Background: an optimization exercise with open tools, aiming at small area. Do not read the settings as production practice. Only simulation tests tie the RTL to the original design; equivalence was not proved. The flow treats the clock pin as an ideal source, which a real chip does not have. Power is estimated from default activity; no workload was simulated.

==> flow/design.v <==
`timescale 1ns/1ps
module subcarrier_selector
(
    input  logic        clk,
    input  logic        reset,
    input  logic        accept_i,
    input  logic [2:0]  modulation_i,
    output logic        is_data_o,
    output logic        last_o,
    output logic        mod_qpsk_o,
    output logic        mod_qam16_o,
    output logic [2:0]  data_cnt_o
);
    localparam logic [255:0] USED_SUBCARRIER_MASK =
        ({256{1'b1}} << 156) | (((256'd1 << 101) - 256'd1) & ~256'd1);
    localparam logic [255:0] PILOT_MASK =
        (256'd1 << 13)  | (256'd1 << 38)  | (256'd1 << 63)  | (256'd1 << 88) |
        (256'd1 << 168) | (256'd1 << 193) | (256'd1 << 218) | (256'd1 << 243);
    localparam logic [255:0] DATA_SUBCARRIER_MASK =
        USED_SUBCARRIER_MASK & ~PILOT_MASK;
    logic [7:0] sc_cnt_q;
    assign is_data_o = DATA_SUBCARRIER_MASK[sc_cnt_q];
    assign last_o    = accept_i && (sc_cnt_q == 8'd255);
    always_ff @(posedge clk)
    begin
        if (reset)
        begin
            sc_cnt_q    <= '0;
            data_cnt_o  <= '0;
            mod_qpsk_o  <= 1'b0;
            mod_qam16_o <= 1'b0;
        end
        else if (accept_i)
        begin
            sc_cnt_q <= sc_cnt_q + 1'b1;
            if (sc_cnt_q == '0)
            begin
                mod_qpsk_o  <= (modulation_i == 3'd1);
                mod_qam16_o <= (modulation_i == 3'd2);
            end
            if (is_data_o)
                data_cnt_o <= data_cnt_o + 1'b1;
        end
    end
endmodule
`timescale 1ns/1ps
module constellation_demapper
(
    input  logic [31:0] sample_i,
    output logic        sign_i_o,
    output logic        inner_i_o,
    output logic        sign_q_o,
    output logic        inner_q_o
);
    localparam logic signed [15:0] QAM16_THRESHOLD = 16'sd8192;
    logic signed [15:0] s_i;
    logic signed [15:0] s_q;
    assign s_i       = sample_i[31:16];
    assign s_q       = sample_i[15:0];
    assign sign_i_o  = s_i[15];
    assign sign_q_o  = s_q[15];
    assign inner_i_o = (s_i < QAM16_THRESHOLD) && (s_i > -QAM16_THRESHOLD);
    assign inner_q_o = (s_q < QAM16_THRESHOLD) && (s_q > -QAM16_THRESHOLD);
endmodule
`timescale 1ns/1ps
module payload_assembler
(
    input  logic        clk,
    input  logic        reset,
    input  logic        write_i,
    input  logic        last_i,
    input  logic        mod_qpsk_i,
    input  logic        mod_qam16_i,
    input  logic [2:0]  data_cnt_i,
    input  logic        sign_i_i,
    input  logic        inner_i_i,
    input  logic        sign_q_i,
    input  logic        inner_q_i,
    input  logic        byte_ready_i,
    output logic [7:0]  byte_o,
    output logic        byte_valid_o,
    output logic        sending_o
);
    localparam int RINGS = 32;
    logic [7:0]  acc_q;
    logic [7:0]  hold_q;
    logic        acc_full_q;
    logic        hold_full_q;
    logic        byte_done;
    logic        push;
    logic [7:0]  push_byte;
    logic [7:0]  push_code;
    logic [2:0]  pend_q;
    logic        sym_qpsk_q;
    logic        sym_qam16_q;
    logic [6:0]  rd_cnt_q;
    logic        rd_last;
    logic        rd;
    logic [2:0]  next_q;
    logic [2:0]  next_d;
    logic [2:0]  rd_pend_q;
    logic [2:0]  rd_pend_d;
    logic [2:0]  inv_q;
    logic [2:0]  rd_cell;
    logic        shift_q;
    logic        shift_n_q;
    logic        shift_d;
    logic        acc_full_d;
    logic        hold_full_d;
    logic        hold_load;
    logic        byte_valid_d;
    logic        sending_d;
    logic [6:0]  rd_cnt_d;
    logic        wr_qam16;
    logic        wr_qpsk;
    logic [7:0]  rd_code;
    logic [7:0]  ring_in [RINGS];
    logic [7:0]  ring_q [RINGS][3];
    function automatic logic [2:0] turn(input logic [2:0] m);
        turn = {m[0], m[2:1]};
    endfunction
    always_comb
    begin
        if (mod_qam16_i)
            byte_done = data_cnt_i[0];
        else if (mod_qpsk_i)
            byte_done = (data_cnt_i[1:0] == 2'd3);
        else
            byte_done = (data_cnt_i == 3'd7);
    end
    always_ff @(posedge clk)
    begin
        if (write_i)
        begin
            if (mod_qam16_i)
                acc_q <= {inner_q_i, sign_q_i, inner_i_i, sign_i_i, acc_q[7:4]};
            else if (mod_qpsk_i)
                acc_q <= {sign_q_i, sign_i_i, acc_q[7:2]};
            else
                acc_q <= {sign_i_i, acc_q[7:1]};
        end
    end
    assign push      = (acc_full_q || hold_full_q) && !sending_o && next_q[0];
    assign push_byte = hold_full_q ? hold_q : acc_q;
    assign hold_load = acc_full_q && !(push && !hold_full_q) && (!hold_full_q || push);
    always_comb
    begin
        hold_full_d = hold_load || (hold_full_q && !push);
        acc_full_d  = (write_i && byte_done) || (acc_full_q && !(push && !hold_full_q) && !hold_load);
    end
    always_ff @(posedge clk)
    begin
        if (hold_load)
            hold_q <= acc_q;
    end
    always_ff @(posedge clk)
    begin
        if (last_i)
        begin
            sym_qpsk_q  <= mod_qpsk_i;
            sym_qam16_q <= mod_qam16_i;
        end
    end
    always_comb
    begin
        if (sym_qam16_q)
            rd_last = (rd_cnt_q == 7'd95);
        else if (sym_qpsk_q)
            rd_last = (rd_cnt_q == 7'd47);
        else
            rd_last = (rd_cnt_q == 7'd23);
    end
    assign rd = sending_o && byte_ready_i;
    always_comb
    begin
        byte_valid_d = rd;
        sending_d    = sending_o;
        rd_cnt_d     = rd_cnt_q;
        if (pend_q[2])
            sending_d = 1'b1;
        if (rd)
        begin
            if (rd_last)
            begin
                sending_d = 1'b0;
                rd_cnt_d  = '0;
            end
            else
            begin
                rd_cnt_d = rd_cnt_q + 1'b1;
            end
        end
        next_d    = (push || rd) ? next_q : turn(next_q);
        rd_pend_d = turn(rd_pend_q & 3'b110) | (rd ? turn(next_q) : 3'b000);
    end
    always_ff @(posedge clk)
    begin
        if (reset)
        begin
            pend_q       <= '0;
            sending_o    <= 1'b0;
            rd_cnt_q     <= '0;
            byte_valid_o <= 1'b0;
            acc_full_q   <= 1'b0;
            hold_full_q  <= 1'b0;
            next_q       <= 3'b001;
            rd_pend_q    <= '0;
        end
        else
        begin
            pend_q       <= {pend_q[1:0], last_i};
            sending_o    <= sending_d;
            rd_cnt_q     <= rd_cnt_d;
            byte_valid_o <= byte_valid_d;
            acc_full_q   <= acc_full_d;
            hold_full_q  <= hold_full_d;
            next_q       <= next_d;
            rd_pend_q    <= rd_pend_d;
        end
    end
    assign shift_d = ((acc_full_d || hold_full_d) && !sending_d && next_d[0]) || rd_pend_d[0];
    always_ff @(posedge clk)
    begin
        shift_q   <= !reset && shift_d;
        shift_n_q <= reset || !shift_d;
    end
    always_ff @(posedge clk)
    begin
        if (reset)
            inv_q <= '0;
        else
            inv_q <= {!inv_q[0], inv_q[2:1]};
    end
    assign push_code = push_byte ^ {8{inv_q[0]}};
    always_ff @(posedge clk)
    begin
        for (int r = 0; r < RINGS; r++)
        begin
            ring_q[r][2] <= ~(({8{shift_q}} | ring_q[r][0]) & ({8{shift_n_q}} | ring_in[r]));
            ring_q[r][1] <= ring_q[r][2];
            ring_q[r][0] <= ring_q[r][1];
        end
    end
    assign wr_qam16 = sending_o || ((pend_q != '0) ? sym_qam16_q : mod_qam16_i);
    assign wr_qpsk  = !sending_o && ((pend_q != '0) ? sym_qpsk_q : mod_qpsk_i);
    always_comb
    begin
        ring_in[0] = push_code;
        for (int r = 1; r < RINGS; r++)
            ring_in[r] = ring_q[r-1][0];
        if (wr_qpsk)
            ring_in[16] = push_code;
        if (!wr_qpsk && !wr_qam16)
            ring_in[24] = push_code;
    end
    assign rd_cell = turn(next_q);
    always_comb
    begin
        rd_code = '0;
        for (int c = 0; c < 3; c++)
            rd_code = rd_code | ({8{rd_cell[c]}} & ring_q[RINGS-1][c]);
        byte_o = rd_code ^ {8{|(rd_cell & inv_q)}};
    end
endmodule
`timescale 1ns/1ps
module ofdm_payload_rx
(
    input  logic        clk,
    input  logic        reset,
    input  logic        sample_valid_i,
    input  logic [31:0] sample_i,
    input  logic [2:0]  modulation_i,
    input  logic        byte_ready_i,
    output logic        byte_valid_o,
    output logic [7:0]  byte_o,
    output logic        busy_o
);
    logic       accept;
    logic       is_data;
    logic       last;
    logic       mod_qpsk;
    logic       mod_qam16;
    logic [2:0] data_cnt;
    logic       sign_i;
    logic       inner_i;
    logic       sign_q;
    logic       inner_q;
    logic       sending;
    assign accept = sample_valid_i && !sending;
    subcarrier_selector u_selector (
        .clk          (clk),
        .reset        (reset),
        .accept_i     (accept),
        .modulation_i (modulation_i),
        .is_data_o    (is_data),
        .last_o       (last),
        .mod_qpsk_o   (mod_qpsk),
        .mod_qam16_o  (mod_qam16),
        .data_cnt_o   (data_cnt)
    );
    constellation_demapper u_demapper (
        .sample_i  (sample_i),
        .sign_i_o  (sign_i),
        .inner_i_o (inner_i),
        .sign_q_o  (sign_q),
        .inner_q_o (inner_q)
    );
    payload_assembler u_assembler (
        .clk          (clk),
        .reset        (reset),
        .write_i      (accept && is_data),
        .last_i       (last),
        .mod_qpsk_i   (mod_qpsk),
        .mod_qam16_i  (mod_qam16),
        .data_cnt_i   (data_cnt),
        .sign_i_i     (sign_i),
        .inner_i_i    (inner_i),
        .sign_q_i     (sign_q),
        .inner_q_i    (inner_q),
        .byte_ready_i (byte_ready_i),
        .byte_o       (byte_o),
        .byte_valid_o (byte_valid_o),
        .sending_o    (sending)
    );
    assign busy_o = sending;
endmodule
==> flow/flow/run.sh <==
#!/bin/bash
# Standard ORFS layout with three changes:
#  - synthesis maps the logic with an area-oriented ABC script (flow/area.abc)
#    in place of the speed script; everything else in the synthesis, and so
#    every register, is the standard synthesis's;
#  - single-strength port buffers, and a clock tree of smaller sink clusters
#    without dummy loads;
#  - clock buffers downsized where the clock pin slew allows (post_cts.tcl).
set -euo pipefail
here="$(cd "$(dirname "${BASH_SOURCE[0]}")" && pwd)"
work="$(pwd)"
orig="$(grep -o "SYNTH_SCRIPT=[^ ]*" standard.sh | head -n 1 | cut -d= -f2- | tr -d "'")"
cat > "$work/area_synth.tcl" <<EOS
proc abc {args} {
  set i [lsearch -exact \$args -script]
  if {\$i >= 0} {
    set args [lreplace \$args [expr {\$i + 1}] [expr {\$i + 1}] {$here/area.abc}]
  }
  yosys abc {*}\$args
}
source {$orig}
EOS
sed "s|SYNTH_SCRIPT=[^ ]*|SYNTH_SCRIPT=$work/area_synth.tcl|" standard.sh > area_standard.sh
export BUFFER_PORTS_ARGS="-buffer_cell sky130_fd_sc_hd__buf_1"
export CTS_ARGS="-sink_clustering_enable -repair_clock_nets -sink_clustering_size 20 -sink_clustering_max_diameter 60 -buf_list sky130_fd_sc_hd__clkbuf_8 -dont_use_dummy_load"
export POST_CTS_TCL="$here/post_cts.tcl"
bash area_standard.sh > standard.log 2>&1
==> flow/flow/area.abc <==
strash
dch
amap
topo
dnsize -c
==> flow/flow/post_cts.tcl <==
# Downsize clock buffers one step wherever the flip-flop clock pins keep
# their slew under the limit, or under the worst slew the tree already has.
set limit 0.110
proc my_clk_maxslew {} {
  set maxs 0
  foreach pin [get_pins -hierarchical */CLK] {
    foreach p {slew_max_rise slew_max_fall} {
      set s [get_property $pin $p]
      if {$s > $maxs} { set maxs $s }
    }
  }
  return $maxs
}
set smaller [dict create \
  sky130_fd_sc_hd__clkbuf_16 sky130_fd_sc_hd__clkbuf_8 \
  sky130_fd_sc_hd__clkbuf_8 sky130_fd_sc_hd__clkbuf_4 \
  sky130_fd_sc_hd__clkbuf_4 sky130_fd_sc_hd__clkbuf_2]
estimate_parasitics -placement
set before [my_clk_maxslew]
puts "clock buffer downsizing: max clock pin slew before $before"
# Never let the worst clock pin get slower than it already is
set limit [expr {max($limit, $before)}]
set n 0
foreach pass {1 2} {
  foreach inst [get_cells *] {
    set m [get_property $inst ref_name]
    if {![dict exists $smaller $m]} { continue }
    replace_cell $inst [dict get $smaller $m]
    estimate_parasitics -placement
    if {[my_clk_maxslew] > $limit} {
      replace_cell $inst $m
    } else {
      incr n
    }
  }
}
estimate_parasitics -placement
puts "clock buffer downsizing: $n steps, max clock pin slew after [my_clk_maxslew]"
detailed_placement
==> flow/standard.sh <==
#!/bin/bash
# synth_recipe.tcl (not shown) runs the flow's synth.tcl, then flattens the netlist and writes it again
# the make line also repeats each setting of config.mk as NAME=value (left out here)
make -C /OpenROAD-flow-scripts/flow DESIGN_CONFIG=/design/flow/config.mk WORK_HOME=/design/flow/orfs CLKGATE_MAP_FILE= SYNTH_SCRIPT=/design/flow/synth_recipe.tcl "${@:-finish}"
==> flow/config.mk <==
export PLATFORM = sky130hd
export DESIGN_NAME = ofdm_payload_rx
export DESIGN_NICKNAME = ofdm_payload_rx
export VERILOG_FILES = /design/flow/design.v
export SDC_FILE = /design/flow/constraint.sdc
export NUM_CORES = 4
export LEC_CHECK = 0
export CAP_MARGIN = 20
export CORE_MARGIN = 2
export CORE_UTILIZATION = 70
export PLACE_DENSITY = 0.8
export SLEW_MARGIN = 20
==> flow/constraint.sdc <==
create_clock -name core_clock -period 6.0 [get_ports {clk}]
set_input_delay 1.2000 -clock core_clock [delete_from_list [all_inputs] [get_ports {clk}]]
set_output_delay 1.2000 -clock core_clock [all_outputs]
set_load 0.01 [all_outputs]
==> notes.md, run 1 <==
Int Power: 6470 uW
P&R area growth vs syn: 7.04%
Hold Vio Cnt, Final: 0
Grt ovf: 0
Layout Nets: 1,527
Max Fclk: 292 MHz
Mapped cell area: 19,900 um2
Clock insertion delay at the later pin of the skew report: 820 ps
Yosys warns: 4
Pwr dens: 382 nW/um2
DP Area: 20,600 um2
Worst Max-Slew Pin Slew: 983 ps
Die Area: 29,700 um2
Crit start category: flip-flop
WL final: 29.5 mm
Routability congestion estimate: 0.803
Max-slew violation count: 0
Ys async rst share: 0%
Yosys reg bits: 823
# IOs: 49
Final worst-path cycle share: 57.2%
DR iter-0 viols: 648
Die Height: 172 um
Vias in the first global route: 10,100
Clock Power Share: 25.8%
Hold Startpoint: u_assembler.ring_q[80][0]$_DFF_P_
1st-pass router iterations: 5
Number of core rows: 61
Comb power frac: 2.1%
Sw Ratio: 20.2%
DR vias: 10,300
WP data arrival: 2230 ps
Reg2Reg Depth: 13
# port buffers: 48
Number of synthesized flops with an enable pin: 18
Worst hold stages: 0
Max-cap violations: 0
Mapped Nets: 1,422
Pleak: 0.00816 uW
Max rail drop VDD: 0.000394 V
Post-synthesis area per instance: 14.5 um2
Top post-synthesis cells by area: dfxtp_1, o22ai_1, edfxtp_1
Worst Hold Class: reg -> reg
Status: finished clean
RSZ-0062 raised after global routing: no
Slew margin rel.: 34.5%
Sequential share of power: 72.1%
Routed len/inst: 15.9 um
CP max FO: 16
Detailed-route DRC error count: 0
Hold WS: 157 ps
Post-synth top cells: dfxtp_1, o22ai_1, nor2_1
Minimum clock period: 3430 ps
CTS tree: yes
FF/Latch Area: 16,700 um2
Yosys top cell area share: 81.2%
Antenna violations before repair: 1
Count leader, synth: dfxtp_1
Sw power: 1640 uW
Detail Route Antenna Nets: 0
Clk_skew: 185 ps
Yosys cell types: 29
WHS Endpoint: u_assembler.ring_q[79][0]$_DFF_P_
Ys flop type: dfxtp_1
Footprint of the multi-input gates: 3070 um2
Leading area contributor after synthesis: dfxtp_1
CP Class: reg -> out
Cell area after layout: 21,300 um2
Worst EP required: 4800 ps
Total power: 8110 uW
Setup Viol. Count Final: 0
Mapped Cells: 1,374
Worst-path clk slew: 110 ps
R2R Path End: u_assembler.shift_n_q$_DFF_P_
Gr usage total: 20.0%
Post-DR vias/cell: 5.54
Die W: 172 um
DP Wirelength: 16.7 mm
Final setup TNS: 0 ps
FILL cells: 1,653
Reg2Reg Setup Slack: 3050 ps
First-pass GRT wire length: 48.6 mm
Crit Reg-Reg Startpoint: u_selector.sc_cnt_q[0]$_SDFFE_PP0P_
CP Capture Type: output port
Seq/Total Area, Yosys: 83.9%
Starting Density: 71.3%
Fraction of layout cells with a size suffix above 1: 3.99%
Largest net degree at the start of global routing: 257
Std-Cell Core Area: 27,900 um2
Sink Count: 823
-- cell usage in the layout, fill, tap and decap left out, types with 2 or more instances in the layout --
cell	netlist	layout
dfxtp_4	0	2
clkbuf_2	0	2
clkbuf_8	0	43
o21ai_0	29	29
o211ai_1	2	2
nor3_1	8	8
a31oi_1	2	2
a2111oi_2	0	2
nor2b_1	14	14
a32oi_1	4	4
nand4_1	4	4
nand3_1	4	4
nor4_1	8	8
buf_4	0	5
nor2_1	63	63
o22ai_1	266	266
a211oi_1	5	5
a21oi_1	26	26
buf_12	0	2
clkinv_1	39	39
o22a_1	2	2
dfxtp_1	805	803
o32ai_1	9	9
a222oi_1	9	9
o211a_1	2	2
a22oi_1	4	4
edfxtp_1	18	18
nand2_1	33	33
buf_1	0	48
ha_1	9	9
clkbuf_4	0	2
a221oi_1	3	3
-- metrics by stage --
stage	util, %	worst slack (ps)	cells
floorplan	-	851	1374
global placement	74.0	3200	1807
detailed placement	74.0	3100	1807
global route	76.3	2340	1856
finish	76.3	2570	1856
-- metal layers --
| layer | global-route usage, % | wire (um) | up-vias |
|---|---|---|---|
| li1 | - | - | 5155 |
| met1 | 28.6 | 14600 | 4919 |
| met2 | 32.1 | 13400 | 158 |
| met3 | 3.18 | 994 | 50 |
| met4 | 5.30 | 495 | 0 |
| met5 | 0 | 0 | - |
-- how the worst max path moves through the flow --
stage,startpoint,end,cells past startpoint
floorplan,u_assembler.shift_q$_DFF_P_,u_assembler.ring_q[74][0]$_DFF_P_,1
global placement,sample_valid_i,u_assembler.shift_n_q$_DFF_P_,9
detailed placement,u_selector.sc_cnt_q[0]$_SDFFE_PP0P_,u_assembler.shift_n_q$_DFF_P_,13
global route,u_assembler.next_q[1]$_SDFFE_PP0P_,byte_o[1],5
finish,u_assembler.next_q[1]$_SDFFE_PP0P_,byte_o[4],5
-- critical path: stages, from the launching register on --
cell and delay [ps]:
dfxtp_1 450, a222oi_1 360, buf_4 250, nor2_1 70, a21oi_1 120, buf_1 160
-- kinds of logic after synthesis --
| kind of cell | share of synthesized area (%) |
|---|---|
| compound gates | 11.8 |
| fa+ha+maj | 0.567 |
| buf+inv | 0.737 |
| simple gates | 3.02 |
| flops | 83.9 |
-- power by group through the flow --
stage | sequential (uW) | combinational, uW | clock [uW]
after floorplan | 5930 | 112 | 0
after global routing | 5880 | 192 | 2340
after global placement | 5960 | 155 | 0
final | 5850 | 167 | 2100
after detailed placement | 5970 | 166 | 0
-- cell type report --
class                      instances  share of cell area [%]
clock buffer                      47                    2.90
tap                              378                    2.23
sequential                       823                    78.4
inverter                          39                   0.689
timing repair buffer              56                    1.34
multi-input combinational        512                    14.4
antenna                            1                  0.0118
-- flip-flops by register name, indices dropped and copies added (netlist names), 3 cells and up --
register               flops
u_assembler.acc_q          8
u_selector.sc_cnt_q        8
u_selector.data_cnt_o      3
u_assembler.rd_cnt_q       7
u_assembler.ring_q       768
u_assembler.inv_q          3
u_assembler.pend_q         3
u_assembler.next_q         3
u_assembler.hold_q         8
==> run 2: changes to the inputs <==
--- a/flow/flow/post_cts.tcl
+++ b/flow/flow/post_cts.tcl
@@ -19,7 +19,7 @@
 set before [my_clk_maxslew]
 puts "clock buffer downsizing: max clock pin slew before $before"
 # Never let the worst clock pin get slower than it already is
-set limit [expr {max($limit, $before)}]
+set limit [expr {max($limit, min($before, 0.118))}]
 set n 0
 foreach pass {1 2} {
   foreach inst [get_cells *] {
==> run 2 against run 1 <==
Still clean. Area after synthesis unchanged. Synthesized cell count unchanged. Sequential share of layout area unchanged. Design area unchanged. Critical path depth unchanged. Die area unchanged. Power unchanged. First-iteration DRC count unchanged. Combinational power about the same. Global-route usage unchanged. Core utilization unchanged. Critical endpoint unchanged. Largest cell class unchanged. Highest routed layer unchanged.
==> notes.md, run 2 <==
Footprint of the multi-input gates: 3070 um2 (unchanged)
Antenna violations before repair: 1 (unchanged)
Largest family of logic cells by synthesized area: compound AO/OA/AOI/OAI gates (unchanged)
Cell area after layout: 21,300 um2 (unchanged)
Pleak: 0.00816 uW (unchanged)
Pwr dens: 382 nW/um2 (unchanged)
Vias in the first global route: 10,100 (unchanged)
CP max FO: 16 (unchanged)
FILL cells: 1,653 (unchanged)
Post-DR vias/cell: 5.54 (unchanged)
Seq/Total Area, Yosys: 83.9% (unchanged)
Total power: 8110 uW (unchanged)
Max-cap violations: 0 (unchanged)
WP data arrival: 2230 ps (about the same)
Synth Area in Simple Gates: 3.02% (unchanged)
Post-synthesis xor/xnor area fraction: 0% (unchanged)
Worst Hold Class: reg -> reg (unchanged)
Worst Max-Slew Pin Slew: 983 ps (unchanged)
FF/Latch Area: 16,700 um2 (unchanged)
CP Capture Type: output port (unchanged)
Largest net degree at the start of global routing: 257 (unchanged)
Worst-path clk slew: 110 ps (about the same)
Slew margin rel.: 34.5% (unchanged)
Sequential share of power: 72.1% (about the same)
Comb power frac: 2.1% (about the same)
Ys async rst share: 0% (unchanged)
Compound-Gate Fraction of Synth Area: 11.8% (unchanged)
Max FFs per register: 768 (unchanged)
Mapped cell area: 19,900 um2 (unchanged)
Post-synth top cells: dfxtp_1, o22ai_1, nor2_1 (unchanged)
Mapped Cells: 1,374 (unchanged)
Crit start category: flip-flop (unchanged)
First-pass GRT wire length: 48.6 mm (unchanged)
# IOs: 49 (unchanged)
Hold WS: 157 ps (unchanged)
Mux contribution to synthesized area: 0% (unchanged)
Std-Cell Core Area: 27,900 um2 (unchanged)
Setup Viol. Count Final: 0 (unchanged)
Gr usage total: 20.0% (unchanged)
Grt ovf: 0 (unchanged)
Post-synthesis area per instance: 14.5 um2 (unchanged)
Yosys top cell area share: 81.2% (unchanged)
Max rail drop VDD: 0.000394 V (unchanged)
Commonest cells after routing, fill and taps aside: dfxtp_1, o22ai_1, nor2_1 (unchanged)
Final worst-path cycle share: 57.2% (unchanged)
Sw power: 1640 uW (unchanged)
CTS tree: yes (unchanged)
Commonest non-fill, non-tap cell in the layout: dfxtp_1 (unchanged)
Die W: 172 um (unchanged)
RSZ-0062 raised after global routing: no (unchanged)
1st-pass router iterations: 5 (unchanged)
Clock insertion delay at the later pin of the skew report: 820 ps (about the same)
Starting Density: 71.3% (unchanged)
Status: finished clean (unchanged)
Layout Nets: 1,527 (unchanged)
Yosys cell types: 29 (unchanged)
Detailed-route DRC error count: 0 (unchanged)
Yosys reg bits: 823 (unchanged)
Routability congestion estimate: 0.803 (unchanged)
Leading area contributor after synthesis: dfxtp_1 (unchanged)
Hold Vio Cnt, Final: 0 (unchanged)
Worst hold stages: 0 (unchanged)
Top post-synthesis cells by area: dfxtp_1, o22ai_1, edfxtp_1 (unchanged)
Sw Ratio: 20.2% (unchanged)
DP Area: 20,600 um2 (unchanged)
Die Height: 172 um (unchanged)
Sink Count: 823 (unchanged)
Max Fclk: 292 MHz (unchanged)
Reg2Reg Depth: 13 (unchanged)
WL final: 29.5 mm (unchanged)
Number of core rows: 61 (unchanged)
# port buffers: 48 (unchanged)
Minimum clock period: 3430 ps (unchanged)
Number of synthesized flops with an enable pin: 18 (unchanged)
Area share of fa/ha/maj cells after synthesis: 0.567% (unchanged)
Count leader, synth: dfxtp_1 (unchanged)
Die Area: 29,700 um2 (unchanged)
Max-slew violation count: 0 (unchanged)
Yosys warns: 4 (unchanged)
CP Class: reg -> out (unchanged)
Int Power: 6470 uW (unchanged)
Mapped Nets: 1,422 (unchanged)
Routed len/inst: 15.9 um (unchanged)
DR iter-0 viols: 648 (unchanged)
Final setup TNS: 0 ps (unchanged)
Detail Route Antenna Nets: 0 (unchanged)
Biggest register: u_assembler.ring_q (unchanged)
Fraction of layout cells with a size suffix above 1: 3.99% (unchanged)
DP Wirelength: 16.7 mm (unchanged)
Clk_skew: 185 ps (unchanged)
Worst EP required: 4800 ps (about the same)
Clock Power Share: 25.8% (about the same)
DR vias: 10,300 (unchanged)
P&R area growth vs syn: 7.04% (unchanged)
Ys flop type: dfxtp_1 (unchanged)
## run 2: cell counts after synthesis
Identical to the previous run, type by type.
## run 2: kinds of logic (layout without fill, tap and decap cells)
logic type      after synthesis  after routing
compound gates              367            367
fa+ha+maj                     9              9
buf+inv                      39            142
flops                       823            823
other cells                   0              1
simple gates                136            136
## run 2: per-layer routing
| metal | vias up | GRT usage (%) | wire (um) |
|---|---|---|---|
| met2 | 158 | 32.1 | 13400 |
| met1 | 4919 | 28.6 | 14600 |
| met4 | 0 | 5.30 | 495 |
| met3 | 50 | 3.18 | 994 |
| met5 | - | 0 | 0 |
| li1 | 5155 | - | - |
## run 2: power groups by stage
stage | Clock (uW) | Combinational (uW) | Sequential [uW]
after global placement | 0 | 155 | 5960
after detailed placement | 0 | 166 | 5970
after global routing | 2340 | 192 | 5880
final | 2100 | 167 | 5850
after floorplan | 0 | 112 | 5930
## run 2: per-stage QoR
| step | setup WS, ps | cells | utilization (%) |
|---|---|---|---|
| 3_3_place_gp | 3200 | 1807 | 74.0 |
| 5_1_grt | 2340 | 1856 | 76.3 |
| 3_5_place_dp | 3100 | 1807 | 74.0 |
| 6_report | 2570 | 1856 | 76.3 |
| 2_1_floorplan | 851 | 1374 | - |
## run 2: final timing paths
| check | from | to | slack, ps |
|---|---|---|---|
| worst max register to register | u_selector.sc_cnt_q[0]$_SDFFE_PP0P_ | u_assembler.shift_n_q$_DFF_P_ | 3050 |
| worst min register to register | u_assembler.ring_q[80][0]$_DFF_P_ | u_assembler.ring_q[79][0]$_DFF_P_ | 160 |
| worst min-delay path | u_assembler.ring_q[80][0]$_DFF_P_ | u_assembler.ring_q[79][0]$_DFF_P_ | 160 |
| worst max-delay path | u_assembler.next_q[1]$_SDFFE_PP0P_ | byte_o[4] | 2570 |
## run 2: critical path, stage by stage (launching register included)
cell and delay (ps):
dfxtp_1 450, a222oi_1 360, buf_4 250, nor2_1 70
a21oi_1 120, buf_1 160
## run 2: area by class of cell
| type | count | share of cell area, % |
|---|---|---|
| timing repair buffer | 56 | 1.34 |
| multi-input combinational | 512 | 14.4 |
| antenna | 1 | 0.0118 |
| inverter | 39 | 0.689 |
| sequential | 823 | 78.4 |
| tap | 378 | 2.23 |
| clock buffer | 47 | 2.90 |
==> run 3: changes to the inputs <==
--- a/flow/design.v
+++ b/flow/design.v
@@ -114,6 +114,7 @@
     logic        wr_qam16;
     logic        wr_qpsk;
     logic [7:0]  rd_code;
+    logic [1:0]  entry;
     logic [7:0]  ring_in [RINGS];
     logic [7:0]  ring_q [RINGS][3];
     function automatic logic [2:0] turn(input logic [2:0] m);
@@ -236,7 +237,12 @@
     begin
         for (int r = 0; r < RINGS; r++)
         begin
-            ring_q[r][2] <= ~(({8{shift_q}} | ring_q[r][0]) & ({8{shift_n_q}} | ring_in[r]));
+            if (r == 16 || r == 24)
+                ring_q[r][2] <= ~(({8{shift_q && !entry[r/8-2]}} & ring_q[r-1][0])
+                                | ({8{shift_q && entry[r/8-2]}} & push_code)
+                                | ({8{shift_n_q}} & ring_q[r][0]));
+            else
+                ring_q[r][2] <= ~(({8{shift_q}} | ring_q[r][0]) & ({8{shift_n_q}} | ring_in[r]));
             ring_q[r][1] <= ring_q[r][2];
             ring_q[r][0] <= ring_q[r][1];
         end
@@ -248,11 +254,9 @@
         ring_in[0] = push_code;
         for (int r = 1; r < RINGS; r++)
             ring_in[r] = ring_q[r-1][0];
-        if (wr_qpsk)
-            ring_in[16] = push_code;
-        if (!wr_qpsk && !wr_qam16)
-            ring_in[24] = push_code;
     end
+    assign entry[0] = wr_qpsk;
+    assign entry[1] = !wr_qpsk && !wr_qam16;
     assign rd_cell = turn(next_q);
     always_comb
     begin
==> run 3 against run 2 <==
Register-to-register slack is essentially flat. Clock power is essentially flat. Via count shrank 0.54%. Non-clock buffer count shrank 1. Setup slack gained 140 ps. Largest cell class unchanged. Synthesized cell count shrank 1.2%. Final cell count shrank 0.92%. Core utilization shrank 0.052 points. Critical path depth is the same. Sequential cell count is the same. Still clean on timing, DRC and antenna. Critical path type unchanged. Highest routed layer unchanged. Area after synthesis shrank 0.28%. Count of clock-buffer cells in the layout is the same.
==> notes.md, run 3 <==
Status: finished clean (unchanged)
Detail Route Antenna Nets: 0 (unchanged)
Yosys warns: 4 (unchanged)
Max Fclk: 304 MHz (was 292 MHz)
Sw power: 1630 uW (was 1640 uW)
Clk_skew: 222 ps (was 185 ps)
WL final: 29.3 mm (was 29.5 mm)
Setup Viol. Count Final: 0 (unchanged)
Ys flop type: dfxtp_1 (unchanged)
Yosys reg bits: 823 (unchanged)
Count leader, synth: dfxtp_1 (unchanged)
Max-cap violations: 0 (unchanged)
DP Wirelength: 16.5 mm (was 16.7 mm)
Final setup TNS: 0 ps (unchanged)
Die Area: 29,600 um2 (was 29,700 um2)
CTS tree: yes (unchanged)
WL met2: 13.1 mm (was 13.4 mm)
Worst path slowest cell: dfxtp_1 (unchanged)
Finished Layout Cells: 1,839 (was 1,856)
P&R area growth vs syn: 6.97% (was 7.04%)
Util after Layout: 76.2% (was 76.3%)
Worst Hold Class: reg -> reg (unchanged)
Metal3 WL: 1.29 mm (was 994 um)
Clock insertion delay at the later pin of the skew report: 810 ps (was 820 ps)
Worst-path clk slew: 110 ps (about the same)
Number of core rows: 61 (unchanged)
# IOs: 49 (unchanged)
CP Cell Sequence: a222oi_1, buf_4, nor2_1, a21oi_1, buf_1 (unchanged)
Commonest cells after routing, fill and taps aside: dfxtp_1, o22ai_1, nor2_1 (unchanged)
Max-slew violation count: 0 (unchanged)
Yosys top cell area share: 81.4% (was 81.2%)
Grt ovf: 0 (unchanged)
Worst hold stages: 0 (unchanged)
Max rail drop VDD: 0.000310 V (was 0.000394 V)
Die Height: 172 um (about the same)
Post-synth top cells: dfxtp_1, o22ai_1, nor2_1 (unchanged)
RSZ-0062 raised after global routing: no (unchanged)
DR vias: 10,200 (was 10,300)
Mapped cell area: 19,800 um2 (was 19,900 um2)
Max FFs per register: 768 (unchanged)
Std-Cell Core Area: 27,800 um2 (was 27,900 um2)
Antenna violations before repair: 1 (unchanged)
Biggest register: u_assembler.ring_q (unchanged)
Mapped Nets: 1,406 (was 1,422)
Seq/Total Area, Yosys: 84.1% (was 83.9%)
Sink Count: 823 (unchanged)
M1 WL: 14.4 mm (was 14.6 mm)
Placed cells: 1,790 (was 1,807)
Sequential share of power: 72.1% (about the same)
WP data arrival: 2090 ps (was 2230 ps)
CP Capture Type: output port (unchanged)
Worst EP required: 4800 ps (about the same)
Mapped Cells: 1,358 (was 1,374)
Routability congestion estimate: 0.863 (was 0.803)
Slew margin rel.: 37.7% (was 34.5%)
Sw Ratio: 20.1% (was 20.2%)
Final worst-path cycle share: 54.8% (was 57.2%)
Die W: 172 um (about the same)
Fraction of layout cells with a size suffix above 1: 3.90% (was 3.99%)
Layout Nets: 1,510 (was 1,527)
Reg2Reg Depth: 13 (unchanged)
Worst path top cell family by delay: compound AO/OA/AOI/OAI gates (unchanged)
CP max FO: 16 (unchanged)
Crit start category: flip-flop (unchanged)
Routed len/inst: 15.9 um (about the same)
Post-synthesis area per instance: 14.6 um2 (was 14.5 um2)
Starting Density: 71.3% (about the same)
Gr usage total: 20.2% (was 20.0%)
Clock Power Share: 26.0% (was 25.8%)
Top post-synthesis cells by area: dfxtp_1, o22ai_1, edfxtp_1 (unchanged)
Hold Vio Cnt, Final: 0 (unchanged)
1st-pass router iterations: 7 (was 5)
Commonest non-fill, non-tap cell in the layout: dfxtp_1 (unchanged)
Pwr dens: 383 nW/um2 (was 382 nW/um2)
Leading area contributor after synthesis: dfxtp_1 (unchanged)
Top Metal Used: met4 (unchanged)
Post-DR vias/cell: 5.56 (was 5.54)
Vias in the first global route: 10,000 (was 10,100)
First-pass GRT wire length: 48.9 mm (was 48.6 mm)
# port buffers: 48 (unchanged)
CP Depth: 5 (unchanged)
CP Class: reg -> out (unchanged)
Ys async rst share: 0% (unchanged)
Detailed-route DRC error count: 0 (unchanged)
Worst Max-Slew Pin Slew: 934 ps (was 983 ps)
Int Power: 6480 uW (was 6470 uW)
Largest net degree at the start of global routing: 255 (was 257)
Number of synthesized flops with an enable pin: 18 (unchanged)
Comb power frac: 1.9% (was 2.1%)
Pleak: 0.00816 uW (about the same)
Slowest stage delay, CP: 480 ps (was 450 ps)
Yosys cell types: 34 (was 29)
DR iter-0 viols: 772 (was 648)
Minimum clock period: 3290 ps (was 3430 ps)
Worst path bufs/invs: 2 (unchanged)
run 3: cell count changes after synthesis, moves of 4 or more:
cell / delta
a21oi_1: -10
a221oi_1: +15
nand2_1: +4
nor2_1: -4
nor2b_1: -8
o22ai_1: -8
o32ai_1: -9
run 3: worst reg2reg max path, cell delays in order, from the launching register on:
cell and delay [ps]:
dfxtp_1 410, clkinv_1 190, ha_1 270, a32oi_1 220
nor3_1 60, o21ai_0 150, o21ai_0 120, a2111oi_2 380
buf_4 270, clkinv_1 150, o22ai_1 240, o22ai_1 100
o21ai_0 160, o21ai_0 130
run 3: path summary, 6_finish.rpt:
kind	slack (ps)	end	startpoint
setup / recovery	2710	byte_o[2]	u_assembler.next_q[1]$_SDFFE_PP0P_
hold / removal	180	u_assembler.ring_q[43][2]$_DFF_P_	u_assembler.ring_q[44][2]$_DFF_P_
setup reg to reg	3040	u_assembler.shift_n_q$_DFF_P_	u_selector.sc_cnt_q[0]$_SDFFE_PP0P_
hold reg to reg	180	u_assembler.ring_q[43][2]$_DFF_P_	u_assembler.ring_q[44][2]$_DFF_P_
run 3: cell type report:
type                            count  area (um2)
Antenna cell                        1        2.50
Clock buffer                       47         626
Fill cell                        1713        6600
Inverter                           36         135
Multi-Input combinational cell    499        3020
Sequential cell                   823       16700
Tap cell                          378         473
Timing Repair Buffer               55         265
run 3: power groups by stage:
stage | clock, uW | combinational [uW] | sequential (uW)
3_3_place_gp | 0 | 142 | 5950
6_report | 2110 | 152 | 5850
5_1_grt | 2360 | 177 | 5870
2_1_floorplan | 0 | 103 | 5930
3_5_place_dp | 0 | 151 | 5970
run 3: metrics by stage:
step	hold slack, ps	cell area [um2]	total power (uW)	setup WS, ps
3_5_place_dp	312	20500	6120	3060
3_3_place_gp	310	20500	6100	3150
2_1_floorplan	310	19800	6030	893
5_1_grt	179	21200	8410	2530
6_report	177	21200	8110	2710
run 3: kinds of logic (layout without fill, tap and decap cells):
| group | count (synthesis) | after routing | synth area share, % |
|---|---|---|---|
| flops | 823 | 823 | 84.1 |
| other cells | 0 | 1 | 0 |
| compound gates | 356 | 356 | 11.7 |
| simple gates | 134 | 134 | 2.97 |
| fa+ha+maj | 9 | 9 | 0.569 |
| buf+inv | 36 | 138 | 0.682 |
run 3: metal layers:
layer | up-vias | GRT usage [%]
li1 | 5072 | -
met1 | 4912 | 29.5
met2 | 198 | 31.6
met3 | 44 | 3.69
met4 | 0 | 4.90
met5 | - | 0
==> run 4: changes to the inputs <==
==> flow/flow/area.abc (replaced) <==
strash
dch -f
amap -F 3 -A 3
strash
dch -f
amap -F 3 -A 3
topo
dnsize -c
==> run 4 against run 3 <==
Still clean. Final cell count down 1.4%. Critical path depth unchanged. Setup slack worse by 270 ps. Register-to-register slack better by 90 ps. Critical endpoint is now byte_o[7]. Largest cell class unchanged.
==> notes.md, run 4 <==
Status: finished clean (unchanged)
Reg2Reg Setup Slack: 3130 ps (was 3040 ps)
GR Layer Usage met1: 29.0% (was 29.5%)
Commonest cells after routing, fill and taps aside: dfxtp_1, o22ai_1, nor2_1 (unchanged)
Count leader, synth: dfxtp_1 (unchanged)
Starting Density: 71.0% (was 71.3%)
Mapped Nets: 1,382 (was 1,406)
1st-pass router iterations: 7 (unchanged)
Crit start category: flip-flop (unchanged)
CP max FO: 18 (was 16)
Mapped cell area: 19,700 um2 (was 19,800 um2)
Top Usage Layer GRT: met2 (unchanged)
Pleak: 0.00803 uW (was 0.00816 uW)
Routability congestion estimate: 0.816 (was 0.863)
Layout Nets: 1,484 (was 1,510)
P&R area growth vs syn: 6.71% (was 6.97%)
WL final: 28.8 mm (was 29.3 mm)
Clk_skew: 185 ps (was 222 ps)
Reg2Reg Depth: 11 (was 13)
DR vias: 10,100 (was 10,200)
CP Class: reg -> out (unchanged)
RSZ-0062 raised after global routing: no (unchanged)
Die Area: 29,500 um2 (was 29,600 um2)
Yosys cell types: 31 (was 34)
Routed len/inst: 15.9 um (about the same)
Final setup TNS: 0 ps (unchanged)
Hold Startpoint: u_assembler.ring_q[71][1]$_DFF_P_ (was u_assembler.ring_q[44][2]$_DFF_P_)
FF/Latch Area: 16,700 um2 (unchanged)
Final worst-path cycle share: 59.3% (was 54.8%)
Vias in the first global route: 9,940 (was 10,000)
CP Capture Type: output port (unchanged)
Minimum clock period: 3560 ps (was 3290 ps)
Std-Cell Core Area: 27,800 um2 (unchanged)
Hold WS: 174 ps (was 177 ps)
R2R Path End: u_selector.data_cnt_o[2]$_SDFFE_PP0P_ (was u_assembler.shift_n_q$_DFF_P_)
Gr usage total: 20.0% (was 20.2%)
FILL cells: 1,716 (was 1,713)
Largest net degree at the start of global routing: 243 (was 255)
DP Wirelength: 16.1 mm (was 16.5 mm)
# port buffers: 48 (unchanged)
Critical Path Start: u_assembler.inv_q[0]$_SDFF_PP0_ (was u_assembler.next_q[1]$_SDFFE_PP0P_)
Slew margin rel.: 17.4% (was 37.7%)
Max rail drop VDD: 0.000292 V (was 0.000310 V)
Setup Viol. Count Final: 0 (unchanged)
WP data arrival: 2360 ps (was 2090 ps)
Die Height: 172 um (about the same)
Max Fclk: 281 MHz (was 304 MHz)
Worst hold stages: 0 (unchanged)
Mapped Cells: 1,334 (was 1,358)
Post-synth top cells: dfxtp_1, o22ai_1, nor2_1 (unchanged)
Pwr dens: 381 nW/um2 (was 383 nW/um2)
Grt ovf: 0 (unchanged)
Yosys top cell area share: 81.7% (was 81.4%)
Commonest non-fill, non-tap cell in the layout: dfxtp_1 (unchanged)
Max FFs per register: 768 (unchanged)
Worst-path clk slew: 110 ps (about the same)
Crit Reg-Reg Startpoint: u_selector.sc_cnt_q[0]$_SDFFE_PP0P_ (unchanged)
Leading area contributor after synthesis: dfxtp_1 (unchanged)
# IOs: 49 (unchanged)
Biggest register: u_assembler.ring_q (unchanged)
Seq/Total Area, Yosys: 84.5% (was 84.1%)
Worst Max-Slew Pin Slew: 1240 ps (was 934 ps)
Antenna violations before repair: 1 (unchanged)
Footprint of the multi-input gates: 2960 um2 (was 3020 um2)
Number of synthesized flops with an enable pin: 18 (unchanged)
Hold Vio Cnt, Final: 0 (unchanged)
Clock insertion delay at the later pin of the skew report: 860 ps (was 810 ps)
Detail Route Antenna Nets: 0 (unchanged)
Ys flop type: dfxtp_1 (unchanged)
Detailed-route DRC error count: 0 (unchanged)
Max-slew violation count: 0 (unchanged)
WHS Endpoint: u_assembler.ring_q[70][1]$_DFF_P_ (was u_assembler.ring_q[43][2]$_DFF_P_)
Die W: 172 um (about the same)
Yosys warns: 4 (unchanged)
Top post-synthesis cells by area: dfxtp_1, o22ai_1, edfxtp_1 (unchanged)
Post-synthesis area per instance: 14.8 um2 (was 14.6 um2)
Worst Hold Class: reg -> reg (unchanged)
Number of core rows: 61 (unchanged)
Ys async rst share: 0% (unchanged)
DR iter-0 viols: 896 (was 772)
Sink Count: 823 (unchanged)
GR Layer Usage met3: 3.15% (was 3.69%)
Fraction of layout cells with a size suffix above 1: 3.77% (was 3.90%)
Met2 usage: 31.6% (about the same)
Yosys reg bits: 823 (unchanged)
CTS tree: yes (unchanged)
Post-DR vias/cell: 5.55 (was 5.56)
Max-cap violations: 0 (unchanged)
Worst EP required: 4800 ps (about the same)
First-pass GRT wire length: 48.4 mm (was 48.9 mm)
[run 4: cell count changes in the layout (fill, tap and decap cells not counted), moves of 3 or more]
| cell | change |
|---|---|
| a21oi_1 | +3 |
| o22ai_1 | -6 |
| a222oi_1 | +16 |
| nor3_1 | +4 |
| o21ai_0 | +3 |
| a221oi_1 | -18 |
| nand2_1 | -9 |
| a22oi_1 | +7 |
| clkinv_1 | -9 |
| nor2_1 | -10 |
[run 4: cell type report]
class | instances | area share (%)
tap | 378 | 2.25
clock buffer | 47 | 2.90
multi-input combinational | 484 | 14.1
timing repair buffer | 53 | 1.09
sequential | 823 | 79.2
inverter | 27 | 0.482
antenna | 1 | 0.0119
[run 4: worst max-delay path by stage]
stage | end | slack, ps | cells past startpoint
global placement | u_assembler.shift_n_q$_DFF_P_ | 3130 | 10
global route | byte_o[7] | 2120 | 5
detailed placement | u_assembler.shift_n_q$_DFF_P_ | 3070 | 10
floorplan | u_assembler.ring_q[74][0]$_DFF_P_ | 430 | 3
finish | byte_o[7] | 2440 | 5
[run 4: power by group]
part           total (uW)  internal [uW]  leakage (uW)  switching [uW]
registers            5810           5720       0.00695            93.5
logic                 124           53.6      0.000754            70.2
clock network        2090            657      0.000324            1430
[run 4: cells by family (layout without fill, tap and decap cells)]
| group | after synthesis | count (layout) | synth area share, % |
|---|---|---|---|
| AOI/OAI and AO/OA | 359 | 359 | 11.9 |
| other | 0 | 1 | 0 |
| and+or+nand+nor | 116 | 116 | 2.60 |
| buffers and inverters | 27 | 127 | 0.514 |
| adders and majority gates | 9 | 9 | 0.571 |
| DFF | 823 | 823 | 84.5 |
[run 4: layer usage]
metal	vias to the layer above	share of wire, %
met3	49	3.5
met2	163	45
met4	0	2.1
li1	5035	-
met1	4817	49
met5	-	0
[run 4: worst max-delay path, stage by stage, from the launching register on]
cell and delay, ps:
dfxtp_1 490, a222oi_1 410, buf_4 250, nor2_1 70, a21oi_1 130, buf_1 160
[run 4: per-stage QoR]
| stage | setup slack (ps) | power [uW] | cells | instance area (um2) | utilization [%] |
|---|---|---|---|---|---|
| 2_1_floorplan | 434 | 5990 | 1334 | 19700 | - |
| 3_3_place_gp | 3130 | 6040 | 1765 | 20400 | 73.5 |
| 3_5_place_dp | 3070 | 6060 | 1765 | 20400 | 73.5 |
| 6_report | 2440 | 8030 | 1813 | 21000 | 75.7 |
| 5_1_grt | 2120 | 8320 | 1813 | 21000 | 75.7 |
==> run 5: changes to the inputs <==
--- a/flow/design.v
+++ b/flow/design.v
@@ -5,6 +5,9 @@
     input  logic        reset,
     input  logic        accept_i,
     input  logic [2:0]  modulation_i,
+    input  logic        rd_i,
+    input  logic        rd_last_i,
+    output logic [6:0]  rd_cnt_o,
     output logic        is_data_o,
     output logic        last_o,
     output logic        mod_qpsk_o,
@@ -19,17 +22,29 @@
     localparam logic [255:0] DATA_SUBCARRIER_MASK =
         USED_SUBCARRIER_MASK & ~PILOT_MASK;
     logic [7:0] sc_cnt_q;
+    logic       rd_lo_q;
+    logic [6:0] rd_cnt_inc;
     assign is_data_o = DATA_SUBCARRIER_MASK[sc_cnt_q];
     assign last_o    = accept_i && (sc_cnt_q == 8'd255);
+    assign rd_cnt_o   = {sc_cnt_q[7:2], rd_lo_q};
+    assign rd_cnt_inc = rd_cnt_o + 1'b1;
     always_ff @(posedge clk)
     begin
         if (reset)
         begin
             sc_cnt_q    <= '0;
+            rd_lo_q     <= 1'b0;
             data_cnt_o  <= '0;
             mod_qpsk_o  <= 1'b0;
             mod_qam16_o <= 1'b0;
         end
+        else if (rd_i)
+        begin
+            if (rd_last_i)
+                {sc_cnt_q[7:2], rd_lo_q} <= '0;
+            else
+                {sc_cnt_q[7:2], rd_lo_q} <= rd_cnt_inc;
+        end
         else if (accept_i)
         begin
             sc_cnt_q <= sc_cnt_q + 1'b1;
@@ -77,6 +92,9 @@
     input  logic        sign_q_i,
     input  logic        inner_q_i,
     input  logic        byte_ready_i,
+    input  logic [6:0]  rd_cnt_i,
+    output logic        rd_o,
+    output logic        rd_last_o,
     output logic [7:0]  byte_o,
     output logic        byte_valid_o,
     output logic        sending_o
@@ -93,7 +111,6 @@
     logic [2:0]  pend_q;
     logic        sym_qpsk_q;
     logic        sym_qam16_q;
-    logic [6:0]  rd_cnt_q;
     logic        rd_last;
     logic        rd;
     logic [2:0]  next_q;
@@ -110,7 +127,6 @@
     logic        hold_load;
     logic        byte_valid_d;
     logic        sending_d;
-    logic [6:0]  rd_cnt_d;
     logic        wr_qam16;
     logic        wr_qpsk;
     logic [7:0]  rd_code;
@@ -165,32 +181,23 @@
     always_comb
     begin
         if (sym_qam16_q)
-            rd_last = (rd_cnt_q == 7'd95);
+            rd_last = (rd_cnt_i == 7'd95);
         else if (sym_qpsk_q)
-            rd_last = (rd_cnt_q == 7'd47);
+            rd_last = (rd_cnt_i == 7'd47);
         else
-            rd_last = (rd_cnt_q == 7'd23);
+            rd_last = (rd_cnt_i == 7'd23);
     end
     assign rd = sending_o && byte_ready_i;
+    assign rd_o      = rd;
+    assign rd_last_o = rd_last;
     always_comb
     begin
         byte_valid_d = rd;
         sending_d    = sending_o;
-        rd_cnt_d     = rd_cnt_q;
         if (pend_q[2])
             sending_d = 1'b1;
-        if (rd)
-        begin
-            if (rd_last)
-            begin
-                sending_d = 1'b0;
-                rd_cnt_d  = '0;
-            end
-            else
-            begin
-                rd_cnt_d = rd_cnt_q + 1'b1;
-            end
-        end
+        if (rd && rd_last)
+            sending_d = 1'b0;
         next_d    = (push || rd) ? next_q : turn(next_q);
         rd_pend_d = turn(rd_pend_q & 3'b110) | (rd ? turn(next_q) : 3'b000);
     end
@@ -200,7 +207,6 @@
         begin
             pend_q       <= '0;
             sending_o    <= 1'b0;
-            rd_cnt_q     <= '0;
             byte_valid_o <= 1'b0;
             acc_full_q   <= 1'b0;
             hold_full_q  <= 1'b0;
@@ -211,7 +217,6 @@
         begin
             pend_q       <= {pend_q[1:0], last_i};
             sending_o    <= sending_d;
-            rd_cnt_q     <= rd_cnt_d;
             byte_valid_o <= byte_valid_d;
             acc_full_q   <= acc_full_d;
             hold_full_q  <= hold_full_d;
@@ -290,12 +295,18 @@
     logic       sign_q;
     logic       inner_q;
     logic       sending;
+    logic       rd;
+    logic       rd_last;
+    logic [6:0] rd_cnt;
     assign accept = sample_valid_i && !sending;
     subcarrier_selector u_selector (
         .clk          (clk),
         .reset        (reset),
         .accept_i     (accept),
         .modulation_i (modulation_i),
+        .rd_i         (rd),
+        .rd_last_i    (rd_last),
+        .rd_cnt_o     (rd_cnt),
         .is_data_o    (is_data),
         .last_o       (last),
         .mod_qpsk_o   (mod_qpsk),
@@ -322,6 +333,9 @@
         .sign_q_i     (sign_q),
         .inner_q_i    (inner_q),
         .byte_ready_i (byte_ready_i),
+        .rd_cnt_i     (rd_cnt),
+        .rd_o         (rd),
+        .rd_last_o    (rd_last),
         .byte_o       (byte_o),
         .byte_valid_o (byte_valid_o),
         .sending_o    (sending)
==> run 5 against run 4 <==
Still clean on timing, DRC and antenna. Worst hold slack better by 25 ps. Combinational power increased to 2.5 times the previous value. Critical path depth unchanged.
==> notes.md, run 5 <==
CP Class: reg -> out (unchanged)
Hold WS: 199 ps (was 174 ps)
Leading area contributor after synthesis: dfxtp_1 (unchanged)
CP Capture Type: output port (unchanged)
Final worst-path cycle share: 55.2% (was 59.3%)
Std-Cell Core Area: 27,700 um2 (was 27,800 um2)
Number of synthesized flops with an enable pin: 18 (unchanged)
Die W: 171 um (was 172 um)
Routed len/inst: 16.5 um (was 15.9 um)
Antenna violations before repair: 1 (unchanged)
Max FFs per register: 768 (unchanged)
# IOs: 49 (unchanged)
Fraction of layout cells with a size suffix above 1: 3.66% (was 3.77%)
Placed cells: 1,753 (was 1,765)
Post-DR vias/cell: 5.60 (was 5.55)
Crit start category: flip-flop (unchanged)
Max Fclk: 302 MHz (was 281 MHz)
Starting Density: 70.8% (was 71.0%)
CP max FO: 18 (unchanged)
R2R Path End: u_selector.data_cnt_o[2]$_SDFFE_PP0P_ (unchanged)
Worst hold stages: 0 (unchanged)
WP data arrival: 2110 ps (was 2360 ps)
Post-synth top cells: dfxtp_1, o22ai_1, nor2_1 (unchanged)
Mapped cell area: 19,600 um2 (was 19,700 um2)
Layout Nets: 1,471 (was 1,484)
First-pass GRT wire length: 48.2 mm (was 48.4 mm)
Clk_skew: 153 ps (was 185 ps)
1st-pass router iterations: 5 (was 7)
Max-cap violations: 0 (unchanged)
Minimum clock period: 3310 ps (was 3560 ps)
Worst Hold Class: reg -> reg (unchanged)
Ys async rst share: 0% (unchanged)
Yosys cell types: 32 (was 31)
Hold Vio Cnt, Final: 0 (unchanged)
Detailed-route DRC error count: 0 (unchanged)
Number of core rows: 61 (unchanged)
Grt ovf: 0 (unchanged)
Sink Count: 817 (was 823)
Largest net degree at the start of global routing: 225 (was 243)
CTS tree: yes (unchanged)
WL final: 29.7 mm (was 28.8 mm)
Seq/Total Area, Yosys: 84.3% (was 84.5%)
Max-slew violation count: 0 (unchanged)
DP Wirelength: 17.1 mm (was 16.1 mm)
Commonest non-fill, non-tap cell in the layout: dfxtp_1 (unchanged)
Die Height: 171 um (was 172 um)
Worst EP required: 4800 ps (about the same)
Yosys reg bits: 817 (was 823)
Slew margin rel.: 24.2% (was 17.4%)
Status: finished clean (unchanged)
FILL cells: 1,672 (was 1,716)
Commonest cells after routing, fill and taps aside: dfxtp_1, o22ai_1, buf_1 (was dfxtp_1, o22ai_1, nor2_1)
Count leader, synth: dfxtp_1 (unchanged)
Reg2Reg Depth: 8 (was 11)
Gr usage total: 20.2% (was 20.0%)
Max rail drop VDD: 0.000310 V (was 0.000292 V)
Pleak: 0.00800 uW (was 0.00803 uW)
Final setup TNS: 0 ps (unchanged)
Crit Reg-Reg Startpoint: u_selector.sc_cnt_q[2]$_SDFFE_PP0P_ (was u_selector.sc_cnt_q[0]$_SDFFE_PP0P_)
Detail Route Antenna Nets: 0 (unchanged)
Util after Layout: 75.6% (was 75.7%)
DR vias: 10,100 (about the same)
Setup Viol. Count Final: 0 (unchanged)
Yosys top cell area share: 81.5% (was 81.7%)
Final Worst Setup Slack: 2690 ps (was 2440 ps)
Mapped Nets: 1,371 (was 1,382)
Worst Max-Slew Pin Slew: 1140 ps (was 1240 ps)
Hold Startpoint: u_assembler.ring_q[77][1]$_DFF_P_ (was u_assembler.ring_q[71][1]$_DFF_P_)
Pwr dens: 414 nW/um2 (was 381 nW/um2)
P&R area growth vs syn: 6.71% (about the same)
Critical Path Start: u_assembler.inv_q[0]$_SDFF_PP0_ (unchanged)
Vias in the first global route: 9,736 (was 9,940)
Mapped Cells: 1,323 (was 1,334)
Post-synthesis area per instance: 14.8 um2 (about the same)
Worst-path clk slew: 110 ps (about the same)
Die Area: 29,400 um2 (was 29,500 um2)
Biggest register: u_assembler.ring_q (unchanged)
Dpl ws: 2880 ps (was 3070 ps)
Top post-synthesis cells by area: dfxtp_1, o22ai_1, edfxtp_1 (unchanged)
# port buffers: 48 (unchanged)
Yosys warns: 4 (unchanged)
Routability congestion estimate: 0.890 (was 0.816)
WHS Endpoint: u_assembler.ring_q[76][1]$_DFF_P_ (was u_assembler.ring_q[70][1]$_DFF_P_)
RSZ-0062 raised after global routing: no (unchanged)
Clock insertion delay at the later pin of the skew report: 740 ps (was 860 ps)
DR iter-0 viols: 727 (was 896)
Finished Layout Cells: 1,801 (was 1,813)
Reg2Reg Setup Slack: 3230 ps (was 3130 ps)
Ys flop type: dfxtp_1 (unchanged)
-- run 5: changes by cell type after synthesis, moves of 2 or more --
| cell | before | now |
|---|---|---|
| nor3b_1 | 0 | 2 |
| or2_0 | 2 | 0 |
| o221ai_1 | 3 | 7 |
| a22oi_1 | 11 | 9 |
| a31oi_1 | 1 | 4 |
| o21ai_0 | 29 | 31 |
| a311oi_1 | 2 | 0 |
| o22ai_1 | 252 | 256 |
| dfxtp_1 | 805 | 799 |
| nand2_1 | 28 | 24 |
| a221oi_1 | 0 | 3 |
| nor2_1 | 49 | 36 |
| clkinv_1 | 27 | 30 |
| nand3_1 | 5 | 2 |
-- run 5: report_power, final --
part	switching [uW]	leakage, uW	internal [uW]
Sequential	251	0.00692	6040
Combinational	148	0.000754	166
Clock	1420	0.000320	658
Total	1810	0.00800	6860
-- run 5: routing by layer --
layer  global-route usage [%]  wire [um]  share of wire [%]  vias to the layer above
met3                     3.27       1220                4.1                       52
met2                     31.3      13300                 45                      207
li1                         -          -                  -                     5016
met4                     6.23        642                2.2                        0
met5                        0          0                  0                        -
met1                     29.7      14600                 49                     4816
-- run 5: how the worst max path moves through the flow --
stage	endpoint	slack [ps]	depth (start not counted)
3_5_place_dp	u_assembler.shift_q$_DFF_P_	2880	9
5_1_grt	byte_o[0]	2440	5
6_report	byte_o[2]	2690	5
3_3_place_gp	u_assembler.shift_q$_DFF_P_	3040	9
2_1_floorplan	u_assembler.ring_q[74][2]$_DFF_P_	540	3
-- run 5: cells by family after synthesis --
logic type               Yosys count  share of synthesized area [%]
AO/OA/AOI/OAI                    369                           12.3
adder cells (fa/ha/maj)            9                          0.574
buffers and inverters             30                          0.574
flip-flops                       817                           84.3
AND/OR/NAND/NOR                   98                           2.28
-- run 5: layout make-up --
class,count,area [um2],area share (%)
Antenna cell,2,5.00,0.0239
Tap cell,378,473,2.26
Clock buffer,46,608,2.90
Timing Repair Buffer,52,223,1.06
Sequential cell,817,16500,79.0
Inverter,30,113,0.538
Multi-Input combinational cell,476,2970,14.2
-- run 5: worst max-delay path, cell delays in order (launching register included) --
cell      delay [ps]
dfxtp_1          490
a222oi_1         400
buf_4            260
nor2_1            70
a21oi_1          140
buf_1            170
-- run 5: metrics by stage --
step | power [uW] | cell area [um2]
floorplan | 6550 | 19600
global placement | 6670 | 20300
detailed placement | 6720 | 20300
global route | 9030 | 20900
finish | 8680 | 20900

re-timing with driven ports:
Ports are ideal in the flow. The routed layouts listed here were re-timed in OpenROAD.
Step 1, drivers: a clkbuf_16 drives clk and a buf_2 each remaining input, both assumed.
Step 2 adds t to the input delays and takes it off the output delays; t is the mean of the earliest and latest rising clock arrival at the registers after step 1. Input paths then give back, and output paths get back, about the clock's delay inside the block.
Three values: ideal ports, drivers, drivers and shift; two values: the first two.
run	t (ns)	slack for setup (ns)	clock arrival spread, ns	worst register clock-pin slew, ns	worst data-port slew with drivers (ns)
run 1	0.777	2.570 / 2.523 / 3.053	0.186 / 0.186	0.11 / 0.11	0.04
run 2	0.777	2.570 / 2.523 / 3.053	0.186 / 0.186	0.11 / 0.11	0.04
run 3	0.738	2.714 / 2.672 / 2.965	0.222 / 0.222	0.11 / 0.11	0.04
run 4	0.809	2.440 / 2.402 / 3.125	0.185 / 0.185	0.11 / 0.11	0.04
run 5	0.712	2.688 / 2.638 / 2.782	0.154 / 0.153	0.12 / 0.12	0.06
After both steps setup and hold are still met in every run listed.
